This design comes from an exercise in tuning for small area, a short achievable clock period and few clock cycles on the open sky130 flow, not from production work. No functional check of the RTL was part of any run shown here. Power is estimated from default activity; no workload was simulated.

==> design/flow/design.v <==
package art_pkg;
  localparam int unsigned ENTRIES_DEF      = 64;
  localparam int unsigned MAX_SUBJECTS_DEF = 16;
  localparam int unsigned MAX_OBJECTS_DEF  = 16;
  localparam int unsigned CFG_W = 5;
  localparam int unsigned LIST_MAX = 16;
  localparam logic [2:0] MODE_ADD  = 3'd0;
  localparam logic [2:0] MODE_REM  = 3'd1;
  localparam logic [2:0] MODE_NEW  = 3'd2;
  localparam logic [2:0] MODE_DEL  = 3'd3;
  localparam logic [2:0] MODE_OCC  = 3'd4;
  localparam logic [2:0] MODE_LIST = 3'd5;
  localparam logic [1:0] ST_DONE = 2'd0;
  localparam logic [1:0] ST_NEW  = 2'd1;
  localparam logic [1:0] ST_NONE = 2'd2;
  localparam logic [1:0] ST_FULL = 2'd3;
  localparam logic CFG_INIT_SUBJ = 1'b0;
  localparam logic CFG_OBJ_CNT   = 1'b1;
  localparam logic [1:0] RIGHTS_RW = 2'b11;
  typedef struct packed {
    logic start;     
    logic scan;      
    logic append;    
    logic finish;    
    logic emit;      
  } art_cmd_t;
  typedef struct packed {
    logic scan_done;   
    logic list_left;   
  } art_sts_t;
endpackage
module access_rights_table_unit
#(
  parameter int unsigned ENTRIES      = art_pkg::ENTRIES_DEF,
  parameter int unsigned MAX_SUBJECTS = art_pkg::MAX_SUBJECTS_DEF,
  parameter int unsigned MAX_OBJECTS  = art_pkg::MAX_OBJECTS_DEF
) (
  input  logic             clk_i,
  input  logic             rst_ni,
  input  logic             cfg_we_i,
  input  logic             cfg_idx_i,
  input  logic [art_pkg::CFG_W-1:0] cfg_data_i,
  input  logic             s_axis_tvalid,
  output logic             s_axis_tready,
  input  logic [15:0]      s_axis_tdata,   
  output logic             m_axis_tvalid,
  input  logic             m_axis_tready,
  output logic [31:0]      m_axis_tdata,   
  output logic             m_axis_tlast
);
  localparam int N = 64;
  logic        hv_q, sv_q;           
  logic [12:0] sc_q;                 
  logic [12:3] hc_q;                 
  logic        push, pop, load;
  assign s_axis_tready = !sv_q;
  assign push = s_axis_tvalid && !sv_q;
  assign load = pop || (push && !hv_q);
  logic [3:0] cs, co;
  logic [1:0] cm;
  assign cs   = hc_q[6:3];
  assign co   = hc_q[10:7];
  assign cm   = hc_q[12:11];
  logic m_add, m_rem, m_new, m_del, m_occ, m_list;
  logic [12:0] nh;
  logic [3:0]  hi_d;
  always_comb begin
    nh = sv_q ? sc_q : s_axis_tdata[12:0];
    if (nh[2:0] == art_pkg::MODE_OCC) nh[6:3] = hi_d;
  end
  logic [3:0] subj_q [0:N-1];
  logic [3:0] obj_q  [0:N-1];
  logic [1:0] rts_q  [0:N-1];
  logic [6:0] count_q;               
  logic       cinc_q, cdec_q;        
  logic [3:0] hi_q;                  
  logic [15:0] gone_q;
  logic [15:0] below_q;              
  logic [4:0] added_q, init_q;
  logic [4:0] objc_q;                
  logic       dany_q;                
  logic [6:0] ptr_q;                 
  logic        o0v_q, o0l_q;
  logic [23:0] o0d_q;
  logic ofree, step;
  assign ofree = !o0v_q || m_axis_tready;
  assign step = hv_q && ofree;
  logic use_s, use_o;
  assign use_s = !m_list;
  assign use_o = m_add || m_rem || m_list;
  logic [N-1:0] valid, p;
  always_comb begin
    for (int i = 0; i < N; i++) begin
      valid[i] = (rts_q[i] != 2'b00);
      p[i] = valid[i] && (!use_s || subj_q[i] == cs) && (!use_o || obj_q[i] == co) &&
             (ptr_q[6] || (6'(i) < ptr_q[5:0]));
    end
  end
  logic [7:0] g_any, g_mul;
  logic [2:0] g_idx [0:7];
  logic [3:0] g_sub [0:7];
  always_comb
    for (int g = 0; g < 8; g++) begin
      logic [7:0] pg, hot;
      pg = p[8*g +: 8];
      for (int j = 0; j < 8; j++) hot[j] = pg[j] && !(|(pg >> (j + 1)));
      g_any[g] = |pg;
      g_mul[g] = 1'b0;
      for (int j = 0; j < 8; j++)
        for (int k = j + 1; k < 8; k++) g_mul[g] = g_mul[g] | (pg[j] & pg[k]);
      g_idx[g] = '0;
      g_sub[g] = '0;
      for (int j = 0; j < 8; j++) begin
        g_idx[g] = g_idx[g] | (hot[j] ? 3'(j) : 3'd0);
        g_sub[g] = g_sub[g] | (hot[j] ? subj_q[8*g+j] : 4'd0);
      end
    end
  logic       any_p, multi;
  logic [5:0] hidx;
  logic [3:0] hsubj;
  always_comb begin
    logic [7:0] ghot;
    logic       two;
    for (int g = 0; g < 8; g++) ghot[g] = g_any[g] && !(|(g_any >> (g + 1)));
    any_p = |g_any;
    two = 1'b0;
    for (int g = 0; g < 8; g++)
      for (int k = g + 1; k < 8; k++) two = two | (g_any[g] & g_any[k]);
    multi = two || (|g_mul);
    hidx = '0;
    hsubj = '0;
    for (int g = 0; g < 8; g++) begin
      hidx = hidx | (ghot[g] ? {3'(g), g_idx[g]} : 6'd0);
      hsubj = hsubj | (ghot[g] ? g_sub[g] : 4'd0);
    end
  end
  logic remz;
  always_comb begin
    remz = 1'b0;
    for (int i = 0; i < N; i++)
      remz = remz | (p[i] && ((rts_q[i] & ~cm) == 2'b00));
  end
  logic [N-1:0] sh;
  logic [7:0]   gall, gpre;
  always_comb begin
    for (int g = 0; g < 8; g++) gall[g] = &valid[8*g +: 8];
    gpre[0] = 1'b1;
    for (int g = 1; g < 8; g++) gpre[g] = gpre[g-1] & gall[g-1];
    for (int i = 0; i < N; i++) begin
      sh[i] = gpre[i / 8];
      for (int j = 8 * (i / 8); j < i; j++) sh[i] = sh[i] & valid[j];
    end
  end
  logic [5:0] tot_raw;
  logic       tfull;
  logic [4:0] total;
  assign tot_raw = {1'b0, init_q} + {1'b0, added_q};
  assign tfull = (tot_raw >= 6'd16);
  assign total = tfull ? 5'd16 : tot_raw[4:0];
  logic sub_ok, tfull_tab, shift, ins;
  assign sub_ok = below_q[cs] && !gone_q[cs];
  assign tfull_tab = gpre[7] && gall[7];
  assign shift = step && m_add && sub_ok && (cm != 2'b00) && !tfull_tab;
  assign ins = shift && !any_p;
  logic occ_done, emit, done, last;
  logic empty;
  assign empty = !(|valid);
  assign occ_done = any_p || empty;
  always_comb begin
    emit = 1'b1; done = 1'b1; last = 1'b1;
    if (m_del && any_p) begin emit = 1'b0; done = 1'b0; end
    if (m_occ && !occ_done) begin emit = 1'b0; done = 1'b0; end
    if (m_list && multi) begin done = 1'b0; last = 1'b0; end
  end
  assign pop = step && done;
  logic [4:0] rows;
  assign rows = empty ? 5'd0 : {1'b0, cs} + 5'd1;
  logic [6:0] count;
  assign count = cinc_q ? count_q + 7'd1 : (cdec_q ? count_q - 7'd1 : count_q);
  assign hi_d = (ins && cs > hi_q) ? cs :
                (step && m_occ && !occ_done) ? cs - 4'd1 : hi_q;
  logic [1:0] st;
  logic [4:0] so;
  always_comb begin
    st = art_pkg::ST_NONE;
    so = '0;
    if (m_add) begin
      if (any_p) st = art_pkg::ST_DONE;
      else if (sub_ok) begin
        if (cm == 2'b00) st = art_pkg::ST_DONE;
        else if (tfull_tab) st = art_pkg::ST_FULL;
        else st = art_pkg::ST_NEW;
      end
    end
    if (m_rem && any_p) st = art_pkg::ST_DONE;
    if (m_new) begin
      if (tfull) begin st = art_pkg::ST_FULL; so = 5'd16; end
      else begin st = art_pkg::ST_DONE; so = total + 5'd1; end
    end
    if (m_del && dany_q) st = art_pkg::ST_DONE;
    if (m_occ) st = art_pkg::ST_DONE;
    if (m_list && any_p) begin st = art_pkg::ST_DONE; so = {1'b0, hsubj}; end
  end
  logic [8:0] cells;
  assign cells = empty ? 9'd0 : 9'(cs * objc_q) + 9'(objc_q);
  logic [23:0] res;
  assign res = {m_occ, m_occ ? count : 7'd0, m_occ ? cells : 9'd0, m_occ ? rows : so, st};
  logic [1:0] rorm, randm;
  assign rorm  = m_add ? cm : 2'b00;
  assign randm = m_rem ? ~cm : (m_add ? 2'b11 : 2'b00);
  always_ff @(posedge clk_i) begin
    for (int i = 0; i < N; i++) begin
      if (shift && sh[i]) begin
        subj_q[i] <= (i == 0) ? cs : subj_q[(i == 0) ? 0 : i-1];
        obj_q[i]  <= (i == 0) ? co : obj_q[(i == 0) ? 0 : i-1];
      end
    end
  end
  always_ff @(posedge clk_i or negedge rst_ni) begin
    if (!rst_ni) begin
      for (int i = 0; i < N; i++) rts_q[i] <= 2'b00;
    end else begin
      for (int i = 0; i < N; i++) begin
        if (shift && sh[i]) begin
          if (i == 0) rts_q[i] <= any_p ? 2'b00 : cm;
          else rts_q[i] <= rts_q[(i == 0) ? 0 : i-1] | (p[(i == 0) ? 0 : i-1] ? cm : 2'b00);
        end else if (step && (((m_add || m_rem) && p[i]) || (m_del && !ptr_q[6] && ptr_q[5:0] == 6'(i))))
          rts_q[i] <= (rts_q[i] | rorm) & randm;
      end
    end
  end
  logic [4:0]  init_d, added_d;
  logic [15:0] gone_d, below_d;
  logic [5:0]  tot_d;
  always_comb begin
    init_d = (cfg_we_i && cfg_idx_i == art_pkg::CFG_INIT_SUBJ) ? cfg_data_i : init_q;
    added_d = (step && m_new && !tfull) ? added_q + 5'd1 : added_q;
    gone_d = gone_q;
    if (step && m_del && !any_p && dany_q) gone_d[cs] = 1'b1;
    tot_d = {1'b0, init_d} + {1'b0, added_d};
    for (int k = 0; k < 16; k++) below_d[k] = (6'(k) < tot_d);
  end
  always_ff @(posedge clk_i) begin
    if (ofree) begin
      o0d_q <= res;
      o0l_q <= last;
    end
    if (!sv_q) sc_q <= s_axis_tdata[12:0];
  end
  always_ff @(posedge clk_i or negedge rst_ni) begin
    if (!rst_ni) begin
      hv_q <= 1'b0; sv_q <= 1'b0; hc_q <= '0;
      m_add <= 1'b0; m_rem <= 1'b0; m_new <= 1'b0; m_del <= 1'b0; m_occ <= 1'b0; m_list <= 1'b0;
      count_q <= '0; cinc_q <= 1'b0; cdec_q <= 1'b0; hi_q <= '0; gone_q <= '0; added_q <= '0;
      init_q <= 5'd2; objc_q <= 5'd2; below_q <= 16'h0003;
      ptr_q <= 7'd64; dany_q <= 1'b0;
      o0v_q <= 1'b0;
    end else begin
      if (cfg_we_i && cfg_idx_i == art_pkg::CFG_OBJ_CNT)
        objc_q <= (cfg_data_i > 5'd16) ? 5'd16 : cfg_data_i;
      init_q <= init_d;
      added_q <= added_d;
      gone_q <= gone_d;
      below_q <= below_d;
      if (load) begin
        hc_q <= nh[12:3];
        m_add  <= (nh[2:0] == art_pkg::MODE_ADD);
        m_rem  <= (nh[2:0] == art_pkg::MODE_REM);
        m_new  <= (nh[2:0] == art_pkg::MODE_NEW);
        m_del  <= (nh[2:0] == art_pkg::MODE_DEL);
        m_occ  <= (nh[2:0] == art_pkg::MODE_OCC);
        m_list <= (nh[2:0] == art_pkg::MODE_LIST);
      end else if (step && m_occ && !occ_done) begin
        hc_q[6:3] <= hc_q[6:3] - 4'd1;
      end
      if (pop) begin
        if (sv_q) sv_q <= push;
        else hv_q <= push;
      end else if (push) begin
        if (!hv_q) hv_q <= 1'b1;
        else sv_q <= 1'b1;
      end
      if (step) begin
        ptr_q <= (done || m_occ) ? 7'd64 : {1'b0, hidx};
        dany_q <= done ? 1'b0 : (dany_q || (m_del && any_p));
      end
      count_q <= count;
      cinc_q <= ins;
      cdec_q <= step && ((m_rem && any_p && remz) || (m_del && !ptr_q[6]));
      hi_q <= hi_d;
      if (ofree) o0v_q <= step && emit;
    end
  end
  logic       o_occ;
  logic [4:0] o_x;
  assign o_occ = o0d_q[23];
  assign o_x = o0d_q[6:2];
  assign m_axis_tvalid = o0v_q;
  assign m_axis_tdata  = {4'b0, o0d_q[22:7], o_occ ? o_x : 5'd0,
                          o_occ ? 5'd0 : o_x, o0d_q[1:0]};
  assign m_axis_tlast  = o0l_q;
endmodule
==> design/flow/run.sh <==
#!/bin/bash
# synth_recipe.tcl (not shown) runs the flow's synth.tcl, then flattens the netlist and writes it again
# the make line also repeats each setting of config.mk as NAME=value (left out here)
make -C /OpenROAD-flow-scripts/flow DESIGN_CONFIG=/design/flow/config.mk WORK_HOME=/design/flow/orfs CLKGATE_MAP_FILE= SYNTH_SCRIPT=/design/flow/synth_recipe.tcl finish
==> design/flow/config.mk <==
export PLATFORM = sky130hd
export DESIGN_NAME = access_rights_table_unit
export DESIGN_NICKNAME = access_rights_table_unit
export VERILOG_FILES = /design/flow/design.v
export SDC_FILE = /design/flow/constraint.sdc
export NUM_CORES = 4
export LEC_CHECK = 0
export CAP_MARGIN = 20
export CORE_MARGIN = 2
export CORE_UTILIZATION = 40
export CTS_CLUSTER_DIAMETER = 80
export CTS_CLUSTER_SIZE = 30
export PLACE_DENSITY = 0.6
export SETUP_SLACK_MARGIN = 3.45
export SLEW_MARGIN = 20
==> design/flow/constraint.sdc <==
create_clock -name core_clock -period 8.0 [get_ports {clk_i}]
set_input_delay 1.6000 -clock core_clock [delete_from_list [all_inputs] [get_ports {clk_i}]]
set_output_delay 1.6000 -clock core_clock [all_outputs]
set_load 0.01 [all_outputs]
==> results of run 1 <==
## cell usage after synthesis (13+ instances only)
| master | count | area share, % |
|---|---|---|
| a211o_1 | 14 | 0.29 |
| a21o_1 | 32 | 0.56 |
| a21oi_1 | 417 | 4.9 |
| a221oi_1 | 25 | 0.51 |
| a22oi_1 | 187 | 3.3 |
| a31oi_1 | 24 | 0.35 |
| a32oi_1 | 18 | 0.37 |
| a41oi_1 | 125 | 2.6 |
| and2_1 | 48 | 0.70 |
| and3_1 | 20 | 0.29 |
| buf_2 | 29 | 0.34 |
| buf_4 | 43 | 0.75 |
| buf_6 | 26 | 0.68 |
| clkbuf_1 | 132 | 1.2 |
| dfrtp_1 | 210 | 12 |
| dfxtp_1 | 13 | 0.61 |
| edfxtp_1 | 537 | 38 |
| ha_1 | 40 | 1.2 |
| inv_1 | 92 | 0.81 |
| mux2_2 | 27 | 0.71 |
| mux2i_1 | 34 | 0.79 |
| nand2_1 | 205 | 1.8 |
| nand2b_1 | 19 | 0.28 |
| nand3_1 | 33 | 0.39 |
| nand4_1 | 27 | 0.39 |
| nor2_1 | 328 | 2.9 |
| nor2b_1 | 43 | 0.63 |
| nor3_1 | 64 | 0.75 |
| nor4_1 | 53 | 0.77 |
| nor4_2 | 13 | 0.38 |
| o21ai_0 | 163 | 1.9 |
| o22ai_1 | 24 | 0.35 |
| o31ai_1 | 23 | 0.40 |
| or3_1 | 18 | 0.26 |
| xnor2_1 | 513 | 10 |
| xor2_1 | 25 | 0.51 |
## through the flow
stage | total power [mW] | setup slack, ps | cell area (um^2) | utilization (%)
final | 14.0 | 3190 | 49600 | 46.5
after global routing | 14.5 | 3250 | 49600 | 46.5
after CTS | 13.7 | 3330 | 48700 | 45.6
after detailed placement | 10.2 | 1860 | 45000 | 42.2
after global placement | 10.1 | 1880 | 45000 | 42.2
after floorplan | 8.70 | 3470 | 43000 | -
## sequential cells by signal (all words and copies together) (netlist names), 4 cells and up
signal,count
hi_q,4
objc_q,5
hc_q,10
sc_q,13
added_q,5
gone_q,16
below_q,16
obj_q,256
rts_q,128
init_q,5
o0d_q,24
subj_q,256
count_q,7
ptr_q,7
## logic make-up after synthesis
kind of cell | after synthesis
other | 1
xor gates and xnor gates | 538
DFF | 765
muxes | 75
adders and majority gates | 54
and+or+nand+nor | 950
AOI/OAI and AO/OA | 1197
buffers and inverters | 352
## critical path, stage by stage (launching register included)
cell and delay [ps]:
dfrtp_1 420, nor2_1 730, nand4_1 350, nor4_1 640, nand4_1 530, nand2_1 570
inv_1 330, mux2i_4 290, nand2_4 120, o21ai_4 200, buf_12 160, mux2_2 330
## timing repair
| action | CTS | global route |
|---|---|---|
| gates resized for setup | 198 | 137 |
| cloned | 5 | 1 |
| pin swaps | 26 | 40 |
| endpoints found under the setup margin | 423 | 271 |
| buffers inserted | 92 | 44 |
## report_power, final
part | internal [mW] | leakage [nW] | switching (mW)
Clock | 1.26 | 0.787 | 1.59
Combinational | 2.42 | 8.29 | 3.92
Sequential | 4.44 | 7.44 | 0.373
## layer usage
metal | up-vias | GRT usage (%) | routed length [um]
met3 | 460 | 7.23 | 16500
met4 | 4 | 16.3 | 11300
li1 | 15000 | - | -
met5 | - | 0 | 26
met2 | 1884 | 42.9 | 69100
met1 | 17100 | 37.5 | 64400
## path summary, 6_finish.rpt
kind                       depth (start not counted)  slack (ps)      endpoint
max                                               11        3190      hc_q[12]
min                                                0         460  obj_q[32][1]
max reg2reg                                       11        3190      hc_q[12]
min reg2reg                                        0         460  obj_q[32][1]
max in group asynchronous                          2        5540      ptr_q[3]
min in group asynchronous                          1         810    below_q[5]
## final cells by class
cell class / count / area, um^2
sequential: 765 / 21800
fill: 9856 / 57000
timing repair buffer: 331 / 3270
antenna: 3 / 7.51
inverter: 94 / 387
clock buffer: 45 / 1080
clock inverter: 35 / 562
tap: 1403 / 1760
multi-input combinational: 2820 / 20700
==> summary.txt, run 1 <==
# TYPE chip_impl_metric gauge
chip_impl_info{name="outcome",value="complete, no violations"} 1
chip_impl_metric{name="share_of_final_layout_standard_cells_stronger_than_drive_strength_1",unit="%"} 17.7
chip_impl_metric{name="synth-seq-cells",unit=""} 765
chip_impl_metric{name="area_growth",unit="%"} 15.8
chip_impl_metric{name="drtPass1Iterations",unit=""} 6
chip_impl_info{name="worstHoldPathType",value="register to register"} 1
chip_impl_metric{name="dp_cells",unit=""} 5271
chip_impl_metric{name="clk_path_buf_depth",unit=""} 3
chip_impl_metric{name="final_max_slew_viol_count",unit=""} 0
chip_impl_metric{name="clock-skew-final",unit="ps"} 60.5
chip_impl_info{name="endpoint_kind",value="register"} 1
chip_impl_metric{name="syn_area_per_cell",unit="um^2"} 10.9
chip_impl_metric{name="required",unit="ps"} 8590
chip_impl_metric{name="cts_max_level",unit=""} 2
chip_impl_metric{name="cts_inserted_buffers",unit=""} 43
chip_impl_metric{name="power_per_cell_area",unit="nW/um^2"} 282
chip_impl_metric{name="grt.overflow.total",unit=""} 0
chip_impl_metric{name="die_x",unit="um"} 331
chip_impl_metric{name="max-vdd-ir-drop",unit="mV"} 0.405
chip_impl_metric{name="timing.final.crit_share",unit="%"} 60.1
chip_impl_metric{name="placementRows",unit=""} 120
chip_impl_metric{name="layout_min_cycle_time",unit="ps"} 4810
chip_impl_info{name="cp-startpoint",value="rts_q[7][1]"} 1
chip_impl_metric{name="yosys_warnings",unit=""} 6
chip_impl_metric{name="netlist_instances",unit=""} 3932
chip_impl_info{name="main_combinational_cell_family_by_area_after_synthesis",value="compound AO/OA/AOI/OAI gates"} 1
chip_impl_metric{name="first_iter_violations",unit=""} 4245
chip_impl_metric{name="die_footprint",unit="um^2"} 110000
chip_impl_metric{name="timing.max_slew.rel_slack",unit="%"} 19.8
chip_impl_metric{name="xor_xnor_share_of_the_synthesized_area",unit="%"} 11.0
chip_impl_metric{name="io_buffers",unit=""} 54
chip_impl_info{name="start_point_of_the_worst_min_delay_path",value="obj_q[31][1]"} 1
chip_impl_metric{name="num_vias",unit=""} 34400
chip_impl_metric{name="antenna_violating_nets_post_route",unit=""} 0
chip_impl_metric{name="whs",unit="ps"} 464
chip_impl_metric{name="synth_mux_area_share",unit="%"} 2.08
chip_impl_metric{name="final_net_count",unit=""} 4134
chip_impl_metric{name="die_height",unit="um"} 331
chip_impl_metric{name="max-cap-violations",unit=""} 0
chip_impl_info{name="worst_r2r_startpoint",value="rts_q[7][1]"} 1
chip_impl_metric{name="seq_area_frac_synth",unit="%"} 50.8
chip_impl_metric{name="clk_latency",unit="ps"} 710
chip_impl_metric{name="synth_enable_flop_cells",unit=""} 537
chip_impl_metric{name="critical_path_peak_fanout",unit=""} 10
chip_impl_info{name="clock_tree.root_cell",value="clkbuf_16"} 1
chip_impl_metric{name="number_of_failing_hold_endpoints_at_the_final_stage",unit=""} 0
chip_impl_info{name="grt_setup_unrepaired",value="true"} 1
chip_impl_metric{name="finalSetupTns",unit="ps"} 0
chip_impl_info{name="layout_commonest_cell",value="edfxtp_1"} 1
chip_impl_metric{name="clock_slew_at_reported_path_ffs",unit="ps"} 110
chip_impl_metric{name="initial_antenna_violation_count",unit=""} 3
chip_impl_metric{name="synthesis.area",unit="um^2"} 42800
chip_impl_metric{name="number_of_global_route_vias_before_repair",unit=""} 33100
chip_impl_metric{name="arrival",unit="ps"} 5390
chip_impl_metric{name="detailedPlacementHpwl",unit="um"} 114000
chip_impl_metric{name="global_route_wire_length_before_repair",unit="um"} 233000
chip_impl_metric{name="timing.fmax",unit="GHz"} 0.208
chip_impl_metric{name="route.final.wire_length",unit="um"} 161000
chip_impl_metric{name="grt_start_max_net_pins",unit=""} 157
chip_impl_metric{name="synth.distinct_cells",unit=""} 99
chip_impl_metric{name="io_pins",unit=""} 62
chip_impl_metric{name="finish.cell_count_without_fillers",unit=""} 5496
chip_impl_metric{name="detail_route.wl_per_cell",unit="um"} 29.4
chip_impl_metric{name="synth_compound_area_share",unit="%"} 18.5
chip_impl_info{name="most_common_flop_cell_mapped_by_yosys",value="edfxtp_1"} 1
chip_impl_metric{name="simple_gate_share_of_the_synthesized_area",unit="%"} 11.2
chip_impl_metric{name="global_route.usage.total",unit="%"} 28.6
chip_impl_metric{name="fp.coreArea",unit="um^2"} 107000
chip_impl_info{name="layout.cells.most_common_list",value="537 x edfxtp_1, 511 x xnor2_1, 408 x a21oi_1"} 1
chip_impl_metric{name="cts_hold_buf",unit=""} 0
chip_impl_metric{name="worst_slew_pin_tran",unit="ps"} 1200
chip_impl_info{name="criticalPathCategory",value="register to register"} 1
chip_impl_metric{name="start_util",unit="%"} 40.2
chip_impl_metric{name="adder_cell_share_of_the_synthesized_area",unit="%"} 1.78
chip_impl_metric{name="timing.final.setup_violations",unit=""} 0
chip_impl_metric{name="avgViaCountPerCell",unit=""} 6.26
chip_impl_metric{name="cts_sinks",unit=""} 765
chip_impl_info{name="cts_tree",value="built"} 1
chip_impl_info{name="worstSetupStartpointType",value="register"} 1
chip_impl_metric{name="post-route-drc-count",unit=""} 0
chip_impl_metric{name="leakagePower",unit="nW"} 16.5
chip_impl_metric{name="gpl.final_weighted_congestion",unit=""} 1.11
chip_impl_metric{name="synth-async-reset-ratio",unit="%"} 28.1
==> run 2, diff against run 1 <==
--- a/design/flow/design.v
+++ b/design/flow/design.v
@@ -63,10 +63,10 @@
   assign cm   = hc_q[12:11];
   logic m_add, m_rem, m_new, m_del, m_occ, m_list;
   logic [12:0] nh;
-  logic [3:0]  hi_d;
+  logic [3:0]  hi_d, hi_l;
   always_comb begin
     nh = sv_q ? sc_q : s_axis_tdata[12:0];
-    if (nh[2:0] == art_pkg::MODE_OCC) nh[6:3] = hi_d;
+    if (nh[2:0] == art_pkg::MODE_OCC) nh[6:3] = hi_l;
   end
   logic [3:0] subj_q [0:N-1];
   logic [3:0] obj_q  [0:N-1];
@@ -85,9 +85,7 @@
   logic ofree, step;
   assign ofree = !o0v_q || m_axis_tready;
   assign step = hv_q && ofree;
-  logic use_s, use_o;
-  assign use_s = !m_list;
-  assign use_o = m_add || m_rem || m_list;
+  logic use_s, use_o;                
   logic [N-1:0] valid, p;
   always_comb begin
     for (int i = 0; i < N; i++) begin
@@ -177,8 +175,8 @@
   assign rows = empty ? 5'd0 : {1'b0, cs} + 5'd1;
   logic [6:0] count;
   assign count = cinc_q ? count_q + 7'd1 : (cdec_q ? count_q - 7'd1 : count_q);
-  assign hi_d = (ins && cs > hi_q) ? cs :
-                (step && m_occ && !occ_done) ? cs - 4'd1 : hi_q;
+  assign hi_l = (shift && cs > hi_q) ? cs : hi_q;
+  assign hi_d = (step && m_occ && !occ_done) ? cs - 4'd1 : hi_l;
   logic [1:0] st;
   logic [4:0] so;
   always_comb begin
@@ -251,6 +249,7 @@
     if (!rst_ni) begin
       hv_q <= 1'b0; sv_q <= 1'b0; hc_q <= '0;
       m_add <= 1'b0; m_rem <= 1'b0; m_new <= 1'b0; m_del <= 1'b0; m_occ <= 1'b0; m_list <= 1'b0;
+      use_s <= 1'b0; use_o <= 1'b0;
       count_q <= '0; cinc_q <= 1'b0; cdec_q <= 1'b0; hi_q <= '0; gone_q <= '0; added_q <= '0;
       init_q <= 5'd2; objc_q <= 5'd2; below_q <= 16'h0003;
       ptr_q <= 7'd64; dany_q <= 1'b0;
@@ -270,6 +269,9 @@
         m_del  <= (nh[2:0] == art_pkg::MODE_DEL);
         m_occ  <= (nh[2:0] == art_pkg::MODE_OCC);
         m_list <= (nh[2:0] == art_pkg::MODE_LIST);
+        use_s  <= (nh[2:0] != art_pkg::MODE_LIST);
+        use_o  <= (nh[2:0] == art_pkg::MODE_ADD) || (nh[2:0] == art_pkg::MODE_REM) ||
+                  (nh[2:0] == art_pkg::MODE_LIST);
       end else if (step && m_occ && !occ_done) begin
         hc_q[6:3] <= hc_q[6:3] - 4'd1;
       end
--- a/design/flow/config.mk
+++ b/design/flow/config.mk
@@ -11,5 +11,5 @@
 export CTS_CLUSTER_DIAMETER = 80
 export CTS_CLUSTER_SIZE = 30
 export PLACE_DENSITY = 0.6
-export SETUP_SLACK_MARGIN = 3.45
+export SETUP_SLACK_MARGIN = 3.3
 export SLEW_MARGIN = 20
==> run 2 against run 1 <==
  * Still clean
  * Area after synthesis grew 1.3%
  * Clock power shrank 6%
  * Sequential power grew 1%
  * Largest power group unchanged
==> summary.txt, run 2 <==
# TYPE chip_impl_metric gauge
chip_impl_info{name="critPathTopFamily",value="simple AND/OR/NAND/NOR gates"} 1
chip_impl_metric{name="critPathBufInv",unit=""} 3
chip_impl_metric{name="detail_route.wl_per_cell",unit="um"} 28.1
chip_impl_metric{name="required",unit="ps"} 8500
chip_impl_metric{name="final_max_slew_viol_count",unit=""} 0
chip_impl_info{name="worstSetupStartpointType",value="register"} 1
chip_impl_metric{name="critical_path_peak_fanout",unit=""} 17
chip_impl_metric{name="global_route.usage.total",unit="%"} 26.9
chip_impl_metric{name="first_iter_violations",unit=""} 4604
chip_impl_metric{name="start_util",unit="%"} 40.4
chip_impl_metric{name="drtPass1Iterations",unit=""} 6
chip_impl_metric{name="seq_area_frac_synth",unit="%"} 50.3
chip_impl_metric{name="timing.final.crit_share",unit="%"} 60.1
chip_impl_info{name="path_common_cell",value="buf_4"} 1
chip_impl_info{name="layout_commonest_cell",value="edfxtp_1"} 1
chip_impl_info{name="cts_tree",value="built"} 1
chip_impl_info{name="worstHoldPathType",value="register to register"} 1
chip_impl_metric{name="arrival",unit="ps"} 5310
chip_impl_metric{name="avgViaCountPerCell",unit=""} 6.30
chip_impl_metric{name="max-vdd-ir-drop",unit="mV"} 0.249
chip_impl_metric{name="cts_max_level",unit=""} 2
chip_impl_info{name="grt_setup_unrepaired",value="true"} 1
chip_impl_metric{name="critPathMaxStageDelay",unit="ps"} 600
chip_impl_info{name="crit_path_cell_trace",value="buf_4 > nor4b_4 > a21oi_1 > and4_1 > buf_4 > or4_1 > nor4_4 > buf_4 > and4_2 > nand3_1 > a41oi_2 > a211oi_2 > o2111ai_2 > a32o_1"} 1
chip_impl_info{name="synth.largest_area_cell",value="edfxtp_1"} 1
chip_impl_metric{name="synth-async-reset-ratio",unit="%"} 28.3
chip_impl_metric{name="final_area",unit="um^2"} 48500
chip_impl_metric{name="antenna_violating_nets_post_route",unit=""} 0
chip_impl_info{name="synth.area.top_cells",value="edfxtp_1 37%, dfrtp_1 12%, xor2_1 10%"} 1
chip_impl_metric{name="detailedPlace.worstSlack",unit="ps"} 1630
chip_impl_metric{name="power_per_cell_area",unit="nW/um^2"} 284
chip_impl_metric{name="leakagePower",unit="nW"} 17.4
chip_impl_info{name="synth_most_common_cell",value="edfxtp_1"} 1
chip_impl_info{name="clock_tree.root_cell",value="clkbuf_16"} 1
chip_impl_metric{name="detailedPlacementHpwl",unit="um"} 110000
chip_impl_metric{name="timing.final.setup_violations",unit=""} 0
chip_impl_metric{name="finalCoreUtilization",unit="%"} 45.2
chip_impl_metric{name="yosys_warnings",unit=""} 6
chip_impl_info{name="criticalPathCategory",value="register to register"} 1
chip_impl_metric{name="synthesis.area",unit="um^2"} 43400
chip_impl_metric{name="postPlaceCellArea",unit="um^2"} 45000
chip_impl_info{name="outcome",value="complete, no violations"} 1
chip_impl_metric{name="post-route-drc-count",unit=""} 0
chip_impl_metric{name="share_of_final_layout_standard_cells_stronger_than_drive_strength_1",unit="%"} 13.9
chip_impl_metric{name="netlist_instances",unit=""} 4050
chip_impl_info{name="timing.critical_path.slowest_stage_cell",value="or4_1"} 1
chip_impl_metric{name="synth-seq-cells",unit=""} 767
chip_impl_metric{name="initial_antenna_violation_count",unit=""} 4
chip_impl_metric{name="grt.overflow.total",unit=""} 0
chip_impl_metric{name="layout_min_cycle_time",unit="ps"} 4810
chip_impl_metric{name="die_footprint",unit="um^2"} 111000
chip_impl_metric{name="die_x",unit="um"} 333
chip_impl_metric{name="synth.distinct_cells",unit=""} 104
chip_impl_metric{name="placementRows",unit=""} 120
chip_impl_metric{name="gpl.final_weighted_congestion",unit=""} 1.06
chip_impl_metric{name="fp.coreArea",unit="um^2"} 107000
chip_impl_metric{name="die_height",unit="um"} 333
chip_impl_metric{name="worst_slew_pin_tran",unit="ps"} 1240
chip_impl_metric{name="max-cap-violations",unit=""} 0
chip_impl_metric{name="number_of_global_route_vias_before_repair",unit=""} 32900
chip_impl_metric{name="io_buffers",unit=""} 54
chip_impl_metric{name="route.final.wire_length",unit="um"} 155000
chip_impl_metric{name="cts_hold_buf",unit=""} 0
chip_impl_metric{name="finalSetupTns",unit="ps"} 0
chip_impl_metric{name="timing.max_slew.rel_slack",unit="%"} 15.9
chip_impl_metric{name="area_growth",unit="%"} 11.8
chip_impl_info{name="endpoint_kind",value="register"} 1
chip_impl_metric{name="synth_enable_flop_cells",unit=""} 537
chip_impl_metric{name="cts_sinks",unit=""} 767
chip_impl_metric{name="number_of_failing_hold_endpoints_at_the_final_stage",unit=""} 0
chip_impl_info{name="ys_top_cells_by_count",value="537 x edfxtp_1, 497 x xor2_1, 429 x a21oi_1"} 1
chip_impl_info{name="layout.cells.most_common_list",value="537 x edfxtp_1, 497 x xor2_1, 420 x a21oi_1"} 1
chip_impl_metric{name="clk_path_buf_depth",unit=""} 3
chip_impl_info{name="largest_registers",value="obj_q: 256 flops, subj_q: 256 flops, rts_q: 128 flops"} 1
chip_impl_info{name="most_common_flop_cell_mapped_by_yosys",value="edfxtp_1"} 1
chip_impl_metric{name="antennaDiodeCount",unit=""} 0
chip_impl_metric{name="clock-skew-final",unit="ps"} 50.9
chip_impl_metric{name="syn_area_per_cell",unit="um^2"} 10.7
chip_impl_metric{name="final_net_count",unit=""} 4153
chip_impl_metric{name="clock_slew_at_reported_path_ffs",unit="ps"} 100
chip_impl_metric{name="io_pins",unit=""} 62
chip_impl_metric{name="report.power.total",unit="mW"} 13.8
chip_impl_metric{name="synth.top_cell.area_share",unit="%"} 37.1
chip_impl_metric{name="clk_latency",unit="ps"} 670
chip_impl_metric{name="num_vias",unit=""} 34700
chip_impl_metric{name="final_critical_path_setup_slack",unit="ps"} 3190
chip_impl_metric{name="global_route_wire_length_before_repair",unit="um"} 225000
chip_impl_metric{name="cts_inserted_buffers",unit=""} 41
chip_impl_metric{name="grt_start_max_net_pins",unit=""} 101
chip_impl_metric{name="timing.fmax",unit="GHz"} 0.208
[run 2: final timing paths]
path,cells past startpoint,slack [ps],start,endpoint
hold reg to reg,2,450,gone_q[3],gone_q[3]
setup / recovery,14,3190,ptr_q[1],o0d_q[5]
min in group asynchronous,1,960,rst_ni,below_q[4]
hold / removal,2,450,gone_q[3],gone_q[3]
max in group asynchronous,2,5440,rst_ni,use_s
setup reg to reg,14,3190,ptr_q[1],o0d_q[5]
[run 2: kinds of logic after synthesis]
kind of cell	synth area share, %
other	0.00864
XOR/XNOR	10.8
flip-flops	50.3
multiplexers	1.97
AO/OA/AOI/OAI	18.3
AND/OR/NAND/NOR	12.0
adder cells (fa/ha/maj)	1.73
buffers and inverters	4.84
[run 2: metal layers]
| metal | GRT usage (%) | vias to the layer above | wire (um) | part of all wire, % |
|---|---|---|---|---|
| met5 | 0 | - | 15 | 0.0097 |
| met4 | 11.5 | 2 | 7310 | 4.7 |
| met3 | 4.97 | 342 | 14500 | 9.3 |
| met2 | 40.1 | 1831 | 67200 | 43 |
| met1 | 38.4 | 17400 | 65900 | 43 |
| li1 | - | 15200 | - | - |
[run 2: cell type report]
cell class | instances | area [um^2]
clock buffer | 47 | 1100
fill | 9972 | 58800
multi-input combinational | 2899 | 20400
sequential | 767 | 21900
inverter | 102 | 404
clock inverter | 29 | 439
tap | 1403 | 1760
timing repair buffer | 263 | 2560
[run 2: timing repair]
action,in CTS,in global routing
resized for setup,132,67
pin swaps,15,19
endpoints found under the setup margin,442,171
gates cloned,2,1
buffers inserted,49,68
[run 2: per-stage QoR]
stage / std cells / hold slack, ps
after floorplan: 4053 / 414
after global placement: 5313 / 433
after detailed placement: 5314 / 436
after CTS: 5441 / 459
after global routing: 5510 / 479
final: 5510 / 451
[run 2: worst reg2reg max path: cells and delay by family, from the launching register on]
kind | cells | cell delay [ps]
AOI/OAI and AO/OA | 5 | 1210
buffers and inverters | 3 | 650
and+or+nand+nor | 6 | 2200
DFF | 1 | 580
[run 2: where the power goes]
group          internal [mW]  leakage (nW)  total (mW)  switching [mW]
Sequential              4.49          7.45        4.87           0.382
Clock                   1.16         0.737        2.69            1.53
Combinational           2.24          9.17        6.24            4.00

[what the ideal ports hide]
How much do the figures lean on ideal ports? The routed layouts below were timed once more, with nothing changed but the port constraints. Step 1 assumes that a clkbuf_16 drives the clock port and a buf_2 every other input. Step 2, shift: input delay + t, output delay - t, t = (earliest + latest rising clock arrival at the registers) / 2. This alone moves slack from input paths to output paths. a / b / c = ideal ports / drivers / drivers and shift; a / b = the first two.
| run | shift t [ns] | setup WS [ns] | hold slack, ns | clock arrival spread, ns | worst data-port slew with drivers (ns) |
|---|---|---|---|---|---|
| run 1 | 0.750 | 3.195 / 3.195 / 2.839 | 0.464 / 0.464 / 0.464 | 0.061 / 0.061 | 0.05 |
| run 2 | 0.715 | 3.189 / 3.189 / 2.761 | 0.451 / 0.451 / 0.451 | 0.051 / 0.050 | 0.07 |
After both steps setup and hold are still met in every run listed. For run 2, which loses most, drivers alone change the setup slack by 0.000 ns; drivers and shift together by -0.428 ns.
